This design comes from an exercise in tuning for small area, a short achievable clock period and few clock cycles per item on the open sky130 flow, not from production work. Function was checked by simulation only, so behaviour that the tests miss may differ from the original.

== run 1 ==
Design fp_mult_unit, start of the top module:
module fp_mult_unit
(
    input  logic                clk,
    input  logic                rst_n,
    input  logic                clk_en,
    input  logic                start,
    input  logic [FP_WIDTH-1:0] dataa,
    input  logic [FP_WIDTH-1:0] datab,
    output logic [FP_WIDTH-1:0] result,
    output logic                done,
    output logic                busy
);
For scale: about 2400 cells after synthesis, ~100 I/O pins, ~18000 sq um of cells after synthesis.
==> flow/config.mk <==
export PLATFORM = sky130hd
export DESIGN_NAME = fp_mult_unit
export DESIGN_NICKNAME = fp_mult_unit
export VERILOG_FILES = /design/flow/design.v
export SDC_FILE = /design/flow/constraint.sdc
export NUM_CORES = 4
export LEC_CHECK = 0
export ABC_AREA = 1
export CAP_MARGIN = 20
export CORE_MARGIN = 2
export CORE_UTILIZATION = 60
export PLACE_DENSITY = 0.7
export SETUP_SLACK_MARGIN = 5
export SLEW_MARGIN = 20
==> flow/constraint.sdc <==
create_clock -name core_clock -period 12.0 [get_ports {clk}]
set_input_delay 2.4000 -clock core_clock [delete_from_list [all_inputs] [get_ports {clk}]]
set_output_delay 2.4000 -clock core_clock [all_outputs]
set_load 0.01 [all_outputs]
standard.sh (not shown) runs the stock make flow with config.mk's settings and CLKGATE_MAP_FILE= SYNTH_SCRIPT=/design/flow/synth_recipe.tcl, a recipe that flattens the netlist after the stock synthesis.
==> flow/flow/run.sh <==
#!/bin/bash
# Own layout flow: the standard flow, with the ports buffered by a
# stronger buffer than buffer_ports picks by default (the input ports
# drive wide fanouts straight into the multiplier tree).
set -euo pipefail
cd "$(dirname "$0")/.."
export BUFFER_PORTS_ARGS="-buffer_cell sky130_fd_sc_hd__buf_4"
bash standard.sh synth > synth.log 2>&1
bash standard.sh > layout.log 2>&1
Testbench counts of run 1, summed over its fixed seeds: cycles 8,000, items 8,000.
Here is what was changed in the inputs of run 2 compared with run 1.
- changing SETUP_SLACK_MARGIN from 5 to 3
- Changes observed in run 2 relative to run 1: worst-margin pin slew went down by 0.13 ns.
- Min number of antenna repair diodes across run 1 and run 2: run 2
- Cmp run 2 vs run 1: half-perimeter wire length after detailed placement lower in run 2
- Going from run 1 to run 2, number of ordinary and repair buffers in the finished layout shrank by more than a quarter.
- Run 2 vs run 1 — utilization after layout dropped 7.0 points.
- Going from run 1 to run 2, post-route worst hold slack flat, worst stage delay on the critical path lower, required time of the worst setup path flat.

========
Another version of the RTL of fp_mult_unit (not shown whole).
For scale: ~2100 cells after synthesis.
export LEC_CHECK = 0
export ABC_AREA = 1
export CAP_MARGIN = 20
export CORE_MARGIN = 2
export CORE_UTILIZATION = 60
export PLACE_DENSITY = 0.7
export SLEW_MARGIN = 20
create_clock -name core_clock -period 12.0 [get_ports {clk}]
==> flow/flow/run.sh <==
#!/bin/bash
# Own layout flow: the standard flow, with three changes.
#  1. The ports are buffered with buf_4 instead of the buffer buffer_ports
#     picks by default (the inputs fan out straight into the multiplier).
#  2. Between synthesis and floorplan, flow/fixinv.py re-polarises the full
#     adders of the standard synthesis (a full adder is self-dual) so that
#     fewer inverters sit between them; registers and logic function are
#     unchanged.
#  3. Timing repair aims at 5.5 ns of setup slack.
#  4. After synthesis, the slow low-power inverters and delay buffers are kept
#     out of the resizer's choices.
set -euo pipefail
cd "$(dirname "$0")/.."
export BUFFER_PORTS_ARGS="-buffer_cell sky130_fd_sc_hd__buf_4"
R=orfs/results/sky130hd/fp_mult_unit/base
bash standard.sh synth > synth.log 2>&1
cp $R/1_2_yosys.v 1_2_yosys.standard.v
python3 flow/fixinv.py 1_2_yosys.standard.v 1_2_yosys.fixinv.v > fixinv.log 2>&1
cp 1_2_yosys.fixinv.v $R/1_2_yosys.v
rm -f $R/1_synth.odb $R/1_synth.sdc
export SETUP_SLACK_MARGIN=5.5
export DONT_USE_CELLS="sky130_fd_sc_hd__clkinvlp_2 sky130_fd_sc_hd__clkinvlp_4 sky130_fd_sc_hd__clkdlybuf4s15_1 sky130_fd_sc_hd__clkdlybuf4s15_2 sky130_fd_sc_hd__clkdlybuf4s18_1 sky130_fd_sc_hd__clkdlybuf4s18_2 sky130_fd_sc_hd__clkdlybuf4s25_1 sky130_fd_sc_hd__clkdlybuf4s25_2 sky130_fd_sc_hd__clkdlybuf4s50_1 sky130_fd_sc_hd__clkdlybuf4s50_2"
bash standard.sh > layout.log 2>&1
Other scripts of this flow, unchanged in this note and not shown: flow/flow/fixinv.py
The baseline completed without violations.
Testbench counts at the start, summed over its fixed seeds: cycles 8,000, items 8,000.
Next try:
==> flow/flow/run.sh (replaced) <==
#!/bin/bash
# Own layout flow: the standard flow, with three changes.
#  1. The ports are buffered with buf_2 (upsized by timing repair where needed) instead of the buffer buffer_ports
#     picks by default (the inputs fan out straight into the multiplier).
#  2. Between synthesis and floorplan, flow/fixinv.py re-polarises the full
#     adders of the standard synthesis (a full adder is self-dual) so that
#     fewer inverters sit between them; registers and logic function are
#     unchanged.
#  3. After synthesis, the slow low-power inverters and delay buffers are kept
#     out of the resizer's choices.
set -euo pipefail
cd "$(dirname "$0")/.."
export BUFFER_PORTS_ARGS="-buffer_cell sky130_fd_sc_hd__buf_2"
R=orfs/results/sky130hd/fp_mult_unit/base
bash standard.sh synth > synth.log 2>&1
cp $R/1_2_yosys.v 1_2_yosys.standard.v
python3 flow/fixinv.py 1_2_yosys.standard.v 1_2_yosys.fixinv.v > fixinv.log 2>&1
cp 1_2_yosys.fixinv.v $R/1_2_yosys.v
rm -f $R/1_synth.odb $R/1_synth.sdc
export DONT_USE_CELLS="sky130_fd_sc_hd__clkinvlp_2 sky130_fd_sc_hd__clkinvlp_4 sky130_fd_sc_hd__clkdlybuf4s15_1 sky130_fd_sc_hd__clkdlybuf4s15_2 sky130_fd_sc_hd__clkdlybuf4s18_1 sky130_fd_sc_hd__clkdlybuf4s18_2 sky130_fd_sc_hd__clkdlybuf4s25_1 sky130_fd_sc_hd__clkdlybuf4s25_2 sky130_fd_sc_hd__clkdlybuf4s50_1 sky130_fd_sc_hd__clkdlybuf4s50_2"
bash standard.sh > layout.log 2>&1
Settings changed: SETUP_SLACK_MARGIN from default to 5.
Maximum frequency falls by 7.1%; wire length drops by 5.0%; sequential share of layout area went up by 0.50 points.
Next try:
==> flow/flow/run.sh (replaced) <==
#!/bin/bash
# Own layout flow: the standard flow, with three changes.
#  1. The ports are buffered with buf_4 instead of the buffer buffer_ports
#     picks by default (the inputs fan out straight into the multiplier).
#  2. Between synthesis and floorplan, flow/fixinv.py re-polarises the full
#     adders of the standard synthesis (a full adder is self-dual) so that
#     fewer inverters sit between them; registers and logic function are
#     unchanged.
#  3. Timing repair aims at 5.65 ns of setup slack.
#  4. After synthesis, the slow low-power inverters and delay buffers are kept
#     out of the resizer's choices.
set -euo pipefail
cd "$(dirname "$0")/.."
export BUFFER_PORTS_ARGS="-buffer_cell sky130_fd_sc_hd__buf_4"
R=orfs/results/sky130hd/fp_mult_unit/base
bash standard.sh synth > synth.log 2>&1
cp $R/1_2_yosys.v 1_2_yosys.standard.v
python3 flow/fixinv.py 1_2_yosys.standard.v 1_2_yosys.fixinv.v > fixinv.log 2>&1
cp 1_2_yosys.fixinv.v $R/1_2_yosys.v
rm -f $R/1_synth.odb $R/1_synth.sdc
export SETUP_SLACK_MARGIN=5.65
export DONT_USE_CELLS="sky130_fd_sc_hd__clkinvlp_2 sky130_fd_sc_hd__clkinvlp_4 sky130_fd_sc_hd__clkdlybuf4s15_1 sky130_fd_sc_hd__clkdlybuf4s15_2 sky130_fd_sc_hd__clkdlybuf4s18_1 sky130_fd_sc_hd__clkdlybuf4s18_2 sky130_fd_sc_hd__clkdlybuf4s25_1 sky130_fd_sc_hd__clkdlybuf4s25_2 sky130_fd_sc_hd__clkdlybuf4s50_1 sky130_fd_sc_hd__clkdlybuf4s50_2"
bash standard.sh > layout.log 2>&1
Settings changed: SETUP_SLACK_MARGIN 5 to default.
Effect: Die area does not change; setup slack gets better by 0.58 ns; cell count is higher by 2.3%; synthesized area is unchanged; sequential share of layout area is lower by 0.84 points; utilization is higher by 5.5 points.
Next try:
==> flow/flow/run.sh (replaced) <==
#!/bin/bash
# Own layout flow: the standard flow, with three changes.
#  1. The ports are buffered with buf_2 (upsized by timing repair where needed) instead of the buffer buffer_ports
#     picks by default (the inputs fan out straight into the multiplier).
#  2. Between synthesis and floorplan, flow/fixinv.py re-polarises the full
#     adders of the standard synthesis (a full adder is self-dual) so that
#     fewer inverters sit between them; registers and logic function are
#     unchanged.
#  3. Timing repair aims at 5.5 ns of setup slack.
#  4. After synthesis, the slow low-power inverters and delay buffers are kept
#     out of the resizer's choices.
set -euo pipefail
cd "$(dirname "$0")/.."
export BUFFER_PORTS_ARGS="-buffer_cell sky130_fd_sc_hd__buf_2"
R=orfs/results/sky130hd/fp_mult_unit/base
bash standard.sh synth > synth.log 2>&1
cp $R/1_2_yosys.v 1_2_yosys.standard.v
python3 flow/fixinv.py 1_2_yosys.standard.v 1_2_yosys.fixinv.v > fixinv.log 2>&1
cp 1_2_yosys.fixinv.v $R/1_2_yosys.v
rm -f $R/1_synth.odb $R/1_synth.sdc
export SETUP_SLACK_MARGIN=5.5
export DONT_USE_CELLS="sky130_fd_sc_hd__clkinvlp_2 sky130_fd_sc_hd__clkinvlp_4 sky130_fd_sc_hd__clkdlybuf4s15_1 sky130_fd_sc_hd__clkdlybuf4s15_2 sky130_fd_sc_hd__clkdlybuf4s18_1 sky130_fd_sc_hd__clkdlybuf4s18_2 sky130_fd_sc_hd__clkdlybuf4s25_1 sky130_fd_sc_hd__clkdlybuf4s25_2 sky130_fd_sc_hd__clkdlybuf4s50_1 sky130_fd_sc_hd__clkdlybuf4s50_2"
bash standard.sh > layout.log 2>&1
Settings changed: CTS_BUF_LIST from default to sky130_fd_sc_hd__clkbuf_4 sky130_fd_sc_hd__clkbuf_8.
What happened:
- setup slack loses 0.093 ns
- clock-buffer cell count stays the same
- via count goes down by a few percent
- design area goes down by a few percent
- wire length goes down by a little under a tenth
Next try:
--- a/flow/flow/run.sh
+++ b/flow/flow/run.sh
@@ -1,5 +1,5 @@
 #!/bin/bash
 # Own layout flow: the standard flow, with three changes.
-#  1. The ports are buffered with buf_2 (upsized by timing repair where needed) instead of the buffer buffer_ports
+#  1. The ports are buffered with buf_4 instead of the buffer buffer_ports
 #     picks by default (the inputs fan out straight into the multiplier).
 #  2. Between synthesis and floorplan, flow/fixinv.py re-polarises the full
@@ -12,5 +12,5 @@
 set -euo pipefail
 cd "$(dirname "$0")/.."
-export BUFFER_PORTS_ARGS="-buffer_cell sky130_fd_sc_hd__buf_2"
+export BUFFER_PORTS_ARGS="-buffer_cell sky130_fd_sc_hd__buf_4"
 R=orfs/results/sky130hd/fp_mult_unit/base
 bash standard.sh synth > synth.log 2>&1
Settings changed: CTS_CLUSTER_DIAMETER from default to 150, CTS_CLUSTER_SIZE from default to 40.
After rerunning: Via count stays flat. Fmax is about the same. Design area increases by 1.7%. Area after synthesis stays the same.

==> static timing again, ports no longer ideal <==
The results above use ideal ports. As a check the final layouts listed here were re-extracted and re-timed, cells and wires unchanged.
Step 1 assumes that a clkbuf_16 drives the clock port and a buf_2 every other input.
Step 2 also shifts input and output timing later by t, the mid clock arrival at the registers, as if the neighbouring blocks saw the same clock.
Three values: ideal ports, drivers, drivers and shift; two values: the first two.
run	t (ns)	slack for setup (ns)	clock arrival spread, ns	worst slew at a driven data input, ns	cell pins on the clock port's net
run 1	0.308	3.535 / 3.533 / 3.224	0.004 / 0.003	0.22	1
run 2	0.301	3.223 / 3.209 / 2.908	0.008 / 0.009	0.09	1
the first run of note 2	0.403	5.567 / 5.572 / 5.169	0.022 / 0.022	0.06	1
the second run of note 2	0.396	5.072 / 5.096 / 4.700	0.023 / 0.023	0.03	1
the third run of note 2	0.410	5.651 / 5.612 / 5.202	0.023 / 0.022	0.09	1
the fourth run of note 2	0.430	5.558 / 5.578 / 5.148	0.034 / 0.034	0.06	1
the fifth run of note 2	0.426	5.573 / 5.587 / 5.160	0.028 / 0.027	0.06	1
After both steps setup and hold are still met in every run listed. For the third run of note 2, which loses most, drivers alone change the setup slack by -0.039 ns; drivers and shift together by -0.449 ns.
